This is an optimization exercise on Yosys and OpenROAD, whose aim is small area, not a production implementation.
Function was checked by simulation only, so behaviour that the tests miss may differ from the original.
Power figures rest on the tool's default switching activity, not on a simulated workload.

## design/flow/config.mk

```make
export PLATFORM = sky130hd
export DESIGN_NAME = regfile
export DESIGN_NICKNAME = regfile
export VERILOG_FILES = /design/flow/design.v
export SDC_FILE = /design/flow/constraint.sdc
export NUM_CORES = 4
export LEC_CHECK = 0
export CAP_MARGIN = 12
export CORE_MARGIN = 2
export CORE_UTILIZATION = 55
export GPL_TIMING_DRIVEN = 0
export SETUP_SLACK_MARGIN = 0.4
export SLEW_MARGIN = 12
export SYNTH_HIERARCHICAL = 1
export SYNTH_MINIMUM_KEEP_SIZE = 0
```

## design/flow/constraint.sdc

```tcl
create_clock -name core_clock -period 7.0 [get_ports {clk}]
set_input_delay 1.4000 -clock core_clock [delete_from_list [all_inputs] [get_ports {clk}]]
set_output_delay 1.4000 -clock core_clock [all_outputs]
set_load 0.01 [all_outputs]
```

## design/flow/design.v

```verilog
module rf_hold (
    input  logic en,
    input  logic en_n,
    input  logic d,
    input  logic q,
    output logic nq
);
    assign nq = (d & en) | (q & en_n);
endmodule
module rf_aoi222 (
    input  logic [2:0] s,
    input  logic [2:0] d,
    output logic       y_n
);
    assign y_n = ~|(s & d);
endmodule
module rf_rdmux (
    input  logic [30:0] sel,
    input  logic [30:0] d,
    output logic        o
);
    logic [10:0] t_n;
    for (genvar k = 0; k < 10; k++) begin : g_aoi
        rf_aoi222 u_aoi (.s(sel[3*k+2:3*k]), .d(d[3*k+2:3*k]), .y_n(t_n[k]));
    end
    assign t_n[10] = ~(sel[30] & d[30]);
    assign o = ~&t_n;
endmodule
module rf_dec4_n (
    input  logic [1:0] a,
    input  logic       en,
    output logic [3:0] y_n
);
    for (genvar k = 0; k < 4; k++) begin : g_y
        assign y_n[k] = !(en && (a == 2'(k)));
    end
endmodule
module rf_dec4 (
    input  logic [1:0] a,
    input  logic       en,
    output logic [3:0] y
);
    for (genvar k = 0; k < 4; k++) begin : g_y
        assign y[k] = en && (a == 2'(k));
    end
endmodule
module rf_dec8_n (
    input  logic [2:0] a,
    input  logic       dis,
    output logic [7:0] y_n
);
    for (genvar k = 0; k < 8; k++) begin : g_y
        assign y_n[k] = !(!dis && (a == 3'(k)));
    end
endmodule
module rf_dec8 (
    input  logic [2:0] a,
    output logic [7:0] y
);
    for (genvar k = 0; k < 8; k++) begin : g_y
        assign y[k] = (a == 3'(k));
    end
endmodule
module rf_nor2 (
    input  logic a,
    input  logic b,
    output logic y
);
    assign y = !(a || b);
endmodule
module rf_aoi21 (
    input  logic a1,
    input  logic a2,
    input  logic b,
    output logic y
);
    assign y = !((a1 && a2) || b);
endmodule
module regfile (
    input  logic        clk,
    input  logic        rst,
    input  logic        we,
    input  logic [4:0]  waddr,
    input  logic [31:0] wdata,
    input  logic        re1,
    input  logic [4:0]  raddr1,
    output logic [31:0] rdata1,
    input  logic        re2,
    input  logic [4:0]  raddr2,
    output logic [31:0] rdata2
);
    logic [31:0] mem_q [1:31];
    logic [31:0] mem_d [1:31];
    logic [31:1] wen [2], hold [2], sel1 [2], sel2 [2];
    logic [3:0]  wlo, wlo_n, r1lo_n, r2lo_n;
    logic [7:0]  whi, whi_r_n, r1hi_n, r2hi_n;
    rf_dec4_n u_wlo_n (.a(waddr[1:0]),  .en(we),   .y_n(wlo_n));
    rf_dec4   u_wlo   (.a(waddr[1:0]),  .en(we),   .y(wlo));
    rf_dec8   u_whi   (.a(waddr[4:2]),             .y(whi));
    rf_dec8_n u_whi_n (.a(waddr[4:2]),  .dis(rst), .y_n(whi_r_n));
    rf_dec4_n u_r1lo  (.a(raddr1[1:0]), .en(re1),  .y_n(r1lo_n));
    rf_dec8_n u_r1hi  (.a(raddr1[4:2]), .dis(rst), .y_n(r1hi_n));
    rf_dec4_n u_r2lo  (.a(raddr2[1:0]), .en(re2),  .y_n(r2lo_n));
    rf_dec8_n u_r2hi  (.a(raddr2[4:2]), .dis(rst), .y_n(r2hi_n));
    for (genvar i = 1; i < 32; i++) begin : g_dec
        for (genvar h = 0; h < 2; h++) begin : g_half
            rf_nor2  u_wen  (.a(wlo_n[i % 4]), .b(whi_r_n[i / 4]), .y(wen[h][i]));
            rf_aoi21 u_hold (.a1(wlo[i % 4]), .a2(whi[i / 4]), .b(rst), .y(hold[h][i]));
            rf_nor2  u_sel1 (.a(r1lo_n[i % 4]), .b(r1hi_n[i / 4]), .y(sel1[h][i]));
            rf_nor2  u_sel2 (.a(r2lo_n[i % 4]), .b(r2hi_n[i / 4]), .y(sel2[h][i]));
        end
    end
    for (genvar i = 1; i < 32; i++) begin : g_reg
        for (genvar b = 0; b < 32; b++) begin : g_bit
            rf_hold u_hold (.en(wen[b / 16][i]), .en_n(hold[b / 16][i]), .d(wdata[b]), .q(mem_q[i][b]),
                            .nq(mem_d[i][b]));
        end
    end
    always_ff @(posedge clk) begin
        for (int i = 1; i < 32; i++) begin
            mem_q[i] <= mem_d[i];
        end
    end
    for (genvar b = 0; b < 32; b++) begin : g_rd
        logic [30:0] col;
        for (genvar i = 1; i < 32; i++) begin : g_col
            assign col[i-1] = mem_q[i][b];
        end
        rf_rdmux u_rd1 (.sel(sel1[b / 16]), .d(col), .o(rdata1[b]));
        rf_rdmux u_rd2 (.sel(sel2[b / 16]), .d(col), .o(rdata2[b]));
    end
endmodule
```

## design/flow/flow/run.sh

```bash
#!/bin/bash
# The standard layout with two changes: clock tree synthesis without dummy loads and with larger
# sink clusters, and the smallest buffer for the port buffers. Everything else, synthesis
# included, is standard.sh's.
set -euo pipefail
export CTS_ARGS="-sink_clustering_enable -repair_clock_nets -dont_use_dummy_load -sink_clustering_size 30 -sink_clustering_max_diameter 80 -buf_list {sky130_fd_sc_hd__clkbuf_8 sky130_fd_sc_hd__clkbuf_16}"
export BUFFER_PORTS_ARGS="-buffer_cell sky130_fd_sc_hd__buf_1"
bash standard.sh > standard.log 2>&1
```

## design/flow/standard.sh

```bash
#!/bin/bash
# synth_recipe.tcl (not shown) runs the flow's synth.tcl, then flattens the netlist and writes it again
# the make line also repeats each setting of config.mk as NAME=value (left out here)
make -C /OpenROAD-flow-scripts/flow DESIGN_CONFIG=/design/flow/config.mk WORK_HOME=/design/flow/orfs CLKGATE_MAP_FILE= SYNTH_SCRIPT=/design/flow/synth_recipe.tcl "${@:-finish}"
```

==> summary.md, run 1 <==
| Metric | Value |
|---|---|
| Sequential-to-total area share from yosys stat | 51.7% |
| Antenna violations before repair | 16 |
| Max reg flops | 992 |
| Die Ht | 268 um |
| Worst Hold Class | flop to flop |
| GRT overflow | 0 |
| Port Buffer Count | 115 |
| Longest Clk Path Bufs | 3 |
| Largest delay share family, worst path | simple AND/OR/NAND/NOR gates |
| VDD IR max | 0.220 mV |
| Largest register by flop count | mem_q |
| Placement Cell Area | 40700 um^2 |
| Clock-pin slew on the worst setup and hold paths | 0.08 ns |
| DRT iter0 DRCs | 11000 |
| Wire per inst | 39.1 um |
| Latest clock arrival within the worst-skew pair | 0.63 ns |
| Sequential Area | 19900 um^2 |
| Slowest cell delay on critical path | 1.04 ns |
| CP Capture Type | output port |
| Final hold violations | 0 |
| CP max FO | 16 |
| Final nets | 3431 |
| Pin count of the biggest net entering global routing | 40 |
| Initial Util | 55.8% |
| Final core utilization | 61.1% |
| CTS buffer count | 44 |
| Share of cells above drive strength 1 | 9.83% |
| Final setup vio count | 0 |
| Fill cell count | 5495 |
| # rows | 96 |
| Period utilisation layout | 96.3% |
| Initial DRT Pass Iterations | 14 |
| Critical Path, Cell by Cell | buf_1 > or3b_1 > nor2_1 > a222oi_1 > nand4_1 > a2111o_1 > buf_1 |
| Total GRT Usage | 44.7% |
| Syn_area_per_cell | 12.1 um^2 |
| Hold buffers post-CTS | 0 |
| Max cap viols | 0 |
| CTS tree | done |
| Vias after detailed routing | 38400 |
| Vias per cell | 8.90 |
| Area Overhead vs Synth | 9.55% |
| Distinct cells, synth | 21 |
| Buf/Inv on CP | 2 |
| Root buffer selected by CTS | clkbuf_16 |
| Post-route ant nets | 0 |
| Most frequent cells in the layout | 992 x a22o_1, 992 x dfxtp_1, 640 x a222oi_1, 133 x nor2_2, 128 x nand4_1 |
| Vias in the first global route | 35400 |
| Wirelength, routed | 169000 um |
| Setup crit start kind | input port |
| Clk sinks | 992 |
| Fmax | 148 MHz |
| Chip width | 268 um |
| Leak | 14.8 nW |
| P per Cell Area | 218 nW/um^2 |
| Multi-input gate area | 18900 um^2 |
| Max-slew headroom | 6.95% |
| Slew @ Worst Pin | 1.39 ns |
| Crit-path most repeated cell | buf_1 |
| Crit Path Category | input port to output port |
| Min Tclk post-route | 6.74 ns |
| First-pass GRT wire length | 242000 um |
| Synth Warn # | 14 |
| Outcome | no timing/DRC/antenna violations |
| Critical Path RT | 5.60 ns |
| Final non-filler cell total | 4314 |
| Top Registers | mem_q x992 |
| RSZ-0062 raised after global routing | no |
| Final slew viol count | 0 |
| Synth Cell Area | 38400 um^2 |
| Design area | 42100 um^2 |
| Slowest stage cell, crit path | or3b_1 |
| Dpl cells | 4255 |
| Cells after Synth | 3176 |
| GPL Wtd Cong | 1.01 |
| HPWL Detailed | 109000 um |
| Mapped Nets | 3228 |
| Worst Path Arrival | 5.34 ns |
| H-tree Lvls | 2 |
| Final Skew | 0 ns |
| Seq cells post-synth | 992 |
| Total core area | 68800 um^2 |
| Ports | 116 |
| DRC errors left | 0 |
| Die area | 71900 um^2 |
## path summary, 6_finish.rpt
kind / slack, ns / end / from / cells past startpoint
worst max-delay path: 0.26 / rdata2[18] / raddr2[1] / 7
worst max register to register: 6.32 / mem_q[20][19] / mem_q[20][19] / 1
worst min-delay path: 0.51 / mem_q[19][16] / mem_q[19][16] / 1
worst min register to register: 0.51 / mem_q[19][16] / mem_q[19][16] / 1
## layer usage
metal	up-vias	global-route usage (%)	wire [um]
met5	-	3.31	517
met4	28	21.9	10700
met3	682	16.5	27600
met2	3684	63.8	69500
met1	18800	59.2	60500
li1	15200	-	-
## cells in the mapped netlist, drive strengths merged
master	count	area share, %
a21oi	62	1.4
nand3	3	0.039
nand2	64	0.63
or3b	3	0.068
and3	2	0.039
nor3	1	0.013
or4b	9	0.23
nand4bb	9	0.26
and3b	5	0.12
a222oi	640	17
nand3b	6	0.12
nand4	128	2.1
a22o	992	23
nor3b	4	0.091
a2111o	64	1.9
or4	3	0.059
dfxtp	992	52
nor2	186	1.8
nand4b	3	0.068
## Yosys stat by module (local to each module, per instance), excerpt
| module | flip-flops and latches | times used | cell area [um^2] |
|---|---|---|---|
| rf_aoi21 | 0 | 62 | 8.76 |
| rf_dec4 | 0 | 1 | 37.5 |
| rf_nor2 | 0 | 186 | 3.75 |
| rf_hold | 0 | 992 | 8.76 |
| rf_dec4_n | 0 | 3 | 28.8 |
| rf_aoi222 | 0 | 640 | 10.0 |
| rf_dec8_n | 0 | 3 | 80.1 |
| rf_rdmux | 0 | 64 | 27.5 |
| rf_dec8 | 0 | 1 | 65.1 |
## repair_timing
item,CTS,global route
gates resized for setup,1,4
endpoints found under the setup margin,1,10
pin swaps,0,1
setup buffers,0,0
## per-stage QoR
stage / setup TNS, ns / worst slack, ns / power (mW) / hold WS [ns]
final: 0 / 0.258 / 9.15 / 0.509
after global routing: 0 / 0.468 / 9.33 / 0.523
after CTS: 0 / 0.479 / 9.09 / 0.506
after detailed placement: 0 / 0.366 / 6.31 / 0.476
after global placement: -150.64 / -2.55 / 6.27 / 0.475
after floorplan: 0 / 2.52 / 6.00 / 0.462
## power by group
part / switching (mW) / leakage, nW / internal [mW] / total [mW]
Sequential: 0.0352 / 8.00 / 5.68 / 5.72
Combinational: 0.416 / 6.25 / 0.0820 / 0.498
Clock: 1.80 / 0.542 / 1.13 / 2.94
Total: 2.26 / 14.8 / 6.90 / 9.15
## area by class of cell
type / count / share of cell area [%]
diodes: 6 / 0.0357
repair buffers: 157 / 2.36
multi-input cells: 2184 / 45.0
flip-flops and latches: 992 / 47.2
well taps: 931 / 2.77
clock buffers: 44 / 2.62
## kinds of logic after synthesis
| group | count (synthesis) | synth area share (%) |
|---|---|---|
| and+or+nand+nor | 426 | 5.65 |
| DFF | 992 | 51.7 |
| AOI/OAI and AO/OA | 1758 | 42.6 |
==> run 2, diff against run 1 <==
--- a/design/flow/config.mk
+++ b/design/flow/config.mk
@@ -7,9 +7,9 @@
 export LEC_CHECK = 0
 export CAP_MARGIN = 12
 export CORE_MARGIN = 2
-export CORE_UTILIZATION = 55
+export CORE_UTILIZATION = 60
 export GPL_TIMING_DRIVEN = 0
 export SETUP_SLACK_MARGIN = 0.4
-export SLEW_MARGIN = 12
+export SLEW_MARGIN = 15
 export SYNTH_HIERARCHICAL = 1
 export SYNTH_MINIMUM_KEEP_SIZE = 0
==> run 2 against run 1 <==
Effect of this change:
- clock power decreased by 2%
- combinational power decreased by 2%
- utilization up 4.9 points
- synthesized cell count unchanged
- global-route usage rose by 0.33 points
- still clean
- first-iteration DRC count grew 1.4%
- final cell count decreased by 2.4%
- sequential cell count stayed put
- total power is 0.89% lower
- largest cell class unchanged
- critical endpoint is now rdata2[2]
==> summary.md, run 2 <==
| Metric | Value |
|---|---|
| Outcome | no timing/DRC/antenna violations |
| Largest area contributor in the netlist | dfxtp_1 |
| Final nets | 3414 (-0.50%) |
| Dpl cells | 4153 (-2.4%) |
| CTS tree | done |
| Crit Path Category | input port to output port |
| Post-synth EDFFs | 0 (unchanged) |
| Max-slew headroom | 9.82% (+2.9 points) |
| Period utilisation layout | 95.8% (-0.52 points) |
| Leak | 14.6 nW (-1.0%) |
| Initial DRT Pass Iterations | 17 (+3) |
| Hold_ws | 0.507 ns (-0.00156 ns) |
| Die Ht | 257 um (-4.2%) |
| Chip width | 257 um (-4.2%) |
| Clock-pin slew on the worst setup and hold paths | 0.09 ns (about the same) |
| Share of cells above drive strength 1 | 9.97% (+0.14 points) |
| Top Registers | mem_q x992 |
| Post-route ant nets | 0 (unchanged) |
| Primary FF master, synth | dfxtp_1 |
| Area Overhead vs Synth | 8.65% |
| Max reg flops | 992 (unchanged) |
| Slew @ Worst Pin | 1.35 ns (-0.0429 ns) |
| Initial Util | 60.7% (+5.0 points) |
| Wirelength, routed | 158000 um (-6.4%) |
| HPWL Detailed | 103000 um (-5.8%) |
| Distinct cells, synth | 21 (unchanged) |
| Synth Cell Area | 38400 um^2 (unchanged) |
| P_sw | 2.22 mW (-1.5%) |
| Metal3 WL | 27800 um (+0.72%) |
| Slowest cell delay on critical path | 0.73 ns (-0.31 ns) |
| Mapped Nets | 3228 (unchanged) |
| Largest register by flop count | mem_q |
| Total core area | 63200 um^2 (-8.2%) |
| Yosys top cell area share | 51.7% (unchanged) |
| DRC errors left | 0 (unchanged) |
| Max layer used | met5 |
| Most instantiated cells after synthesis | 992 x a22o_1, 992 x dfxtp_1, 640 x a222oi_1 |
| Most frequent cells in the layout | 992 x a22o_1, 992 x dfxtp_1, 640 x a222oi_1, 150 x nor2_2, 128 x nand4_1 |
| Critical Path RT | 5.60 ns (about the same) |
| CTS buffer count | 42 (-4.5%) |
| # rows | 92 (-4.2%) |
| Total GRT Usage | 45.0% (+0.33 points) |
| Sequential-to-total area share from yosys stat | 51.7% (unchanged) |
| Vias per cell | 9.08 (+2.0%) |
| Root buffer selected by CTS | clkbuf_16 |
| Sequential share of power | 63.0% (+0.5 points) |
| H-tree Lvls | 2 (unchanged) |
| Final non-filler cell total | 4209 (-2.4%) |
| Syn_area_per_cell | 12.1 um^2 (unchanged) |
| Vias in the first global route | 34700 (-1.9%) |
| Min Tclk post-route | 6.71 ns (-0.0361 ns) |
| Slowest stage cell, crit path | nand4bb_1 |
| Sw frac | 24.5% (-0.14 points) |
| Synth Warn # | 14 (unchanged) |
| Wire per inst | 37.6 um (-4.0%) |
| Ports | 116 (unchanged) |
| Hold buffers post-CTS | 0 (unchanged) |
| GPL Wtd Cong | 1.01 (-0.14%) |
| Seq cells post-synth | 992 (unchanged) |
| Clk sinks | 992 (unchanged) |
| Worst Hold Class | flop to flop |
| CP Capture Type | output port |
| Final setup vio count | 0 (unchanged) |
| Final slew viol count | 0 (unchanged) |
| Max cap viols | 0 (unchanged) |
| Die area | 66000 um^2 (-8.2%) |
| Pin count of the biggest net entering global routing | 38 (-5.0%) |
| GRT overflow | 0 (unchanged) |
| Total power | 9.07 mW (-0.89%) |
| Port Buffer Count | 115 (unchanged) |
| Wire length on met1 | 57100 um (-5.6%) |
| Antenna violations before repair | 12 (-4) |
| Async S/R FF share, synth | 0% (unchanged) |
| Part of the power in the clock network | 31.6% (-0.5 points) |
| Worst Path Arrival | 5.31 ns (-0.03 ns) |
| P per Cell Area | 218 nW/um^2 (about the same) |
| Setup crit start kind | input port |
| Fmax | 149 MHz (+0.54%) |
| VDD IR max | 0.221 mV (+0.25%) |
| RSZ-0062 raised after global routing | no |
| Cells after Synth | 3176 (unchanged) |
| Final Skew | 0 ns (unchanged) |
| CP max FO | 37 (+21) |
| WL met2 | 65200 um (-6.2%) |
| Final worst-path setup slack | 0.294 ns (+0.0361 ns) |
| Latest clock arrival within the worst-skew pair | 0.64 ns (about the same) |
| First-pass GRT wire length | 231000 um (-4.6%) |
| Critical Path, Cell by Cell | buf_2 > buf_12 > nand4bb_1 > nor2_1 > a222oi_1 > nand4_1 > a2111o_1 > buf_1 |
| Cell internal pwr | 6.85 mW (-0.70%) |
| Vias after detailed routing | 38200 (-0.47%) |
| Final hold violations | 0 (unchanged) |
| Gate power share | 5.4% (about the same) |
| Pre-CTS setup slack | 0.306 ns (-0.0595 ns) |
| DRT iter0 DRCs | 11200 (+1.4%) |
| Synth top area cells | dfxtp_1 52%, a22o_1 23%, a222oi_1 17% |
| Final core utilization | 66.0% (+4.9 points) |
| Longest Clk Path Bufs | 3 (unchanged) |
[run 2: cell types whose count changed in the layout (fill, tap and decap cells not counted), moves of 2 or more]
cell / before / now
nor2_1: 53 / 36
buf_6: 21 / 8
nor2_2: 133 / 150
or3b_1: 3 / 1
diode_2: 6 / 3
clkbuf_16: 44 / 42
buf_4: 8 / 13
buf_8: 9 / 3
or3b_2: 0 / 2
[run 2: kinds of logic (layout without fill, tap and decap cells)]
group,count (synthesis),count (layout),share of synthesized area [%]
other,0,3,0
buffers and inverters,0,184,0
DFF,992,992,51.7
AOI/OAI and AO/OA,1758,1758,42.6
and+or+nand+nor,426,426,5.65
[run 2: cell type report]
class / count / area (um^2)
flip-flops and latches: 992 / 19900
fillers: 4840 / 21500
clock buffers: 42 / 1050
multi-input cells: 2184 / 19000
repair buffers: 142 / 766
diodes: 3 / 7.51
well taps: 846 / 1060
[run 2: stage by stage]
stage          cell area [um^2]  TNS [ns]
2_1_floorplan             38400         0
3_3_place_gp              39900   -143.24
3_5_place_dp              40300         0
4_1_cts                   41300         0
5_1_grt                   41700         0
6_report                  41700         0
[run 2: path summary, 6_finish.rpt]
kind,start,end,slack (ns),cells past startpoint
max,rst,rdata2[2],0.29,8
min,mem_q[30][13],mem_q[30][13],0.51,1
max reg2reg,mem_q[27][10],mem_q[27][10],6.32,1
min reg2reg,mem_q[30][13],mem_q[30][13],0.51,1
[run 2: critical path, delay by kind of cell]
family                 cells  cell delay [ns]
AO/OA/AOI/OAI              2             1.20
AND/OR/NAND/NOR            3             1.67
buffers and inverters      3             0.99
[run 2: routing by layer]
metal	global-route usage, %	vias to the layer above
met5	1.75	-
met3	17.5	570
met2	63.7	3794
met4	17.4	18
li1	-	15100
met1	61.6	18700
[run 2: Yosys stat by module, one instance, submodules excluded, excerpt]
module | cells | copies in the design | flops+latches | cell area [um^2]
rf_nor2 | 1 | 186 | 0 | 3.75
regfile | 992 | 1 | 992 | 19900
rf_dec8_n | 8 | 3 | 0 | 80.1
rf_dec4 | 4 | 1 | 0 | 37.5
rf_aoi21 | 1 | 62 | 0 | 8.76
rf_aoi222 | 1 | 640 | 0 | 10.0
rf_dec8 | 8 | 1 | 0 | 65.1
rf_rdmux | 4 | 64 | 0 | 27.5
rf_dec4_n | 4 | 3 | 0 | 28.8
[run 2: what timing repair did]
item,CTS,global route
cloned,0,0
hold endpoints to repair,0,0
setup endpoints to repair,7,57
resized for setup,3,4
pin swaps,2,2
buffers inserted,0,10
[run 2: power groups by stage]
stage | sequential (mW) | combinational, mW | clock, mW
after floorplan | 5.84 | 0.169 | 0
after global placement | 5.84 | 0.413 | 0
after detailed placement | 5.84 | 0.439 | 0
after CTS | 5.72 | 0.442 | 2.85
after global routing | 5.72 | 0.487 | 3.03
final | 5.72 | 0.487 | 2.87

-- re-timing with driven ports --
In the flow no input, the clock included, has a driving cell. The finished layouts below were timed again as built, in two steps. Step 1 assumes that a clkbuf_16 drives the clock port and a buf_2 every other input. Step 2, shift: input delay + t, output delay - t, t = (earliest + latest rising clock arrival at the registers) / 2. This alone moves slack from input paths to output paths. Slacks: no drivers / after step 1 / after step 2; pairs: no drivers / after step 1.
run | t, ns | setup WS [ns] | worst hold slack (ns) | latest minus earliest clock arrival (ns) | worst slew at a driven data input, ns
run 1 | 0.705 | 0.258 / 0.233 / 0.233 | 0.509 / 0.509 / 0.509 | 0.062 / 0.062 | 0.14
run 2 | 0.701 | 0.294 / 0.269 / 0.269 | 0.507 / 0.507 / 0.507 | 0.055 / 0.055 | 0.15
After both steps setup and hold are still met in every run listed.
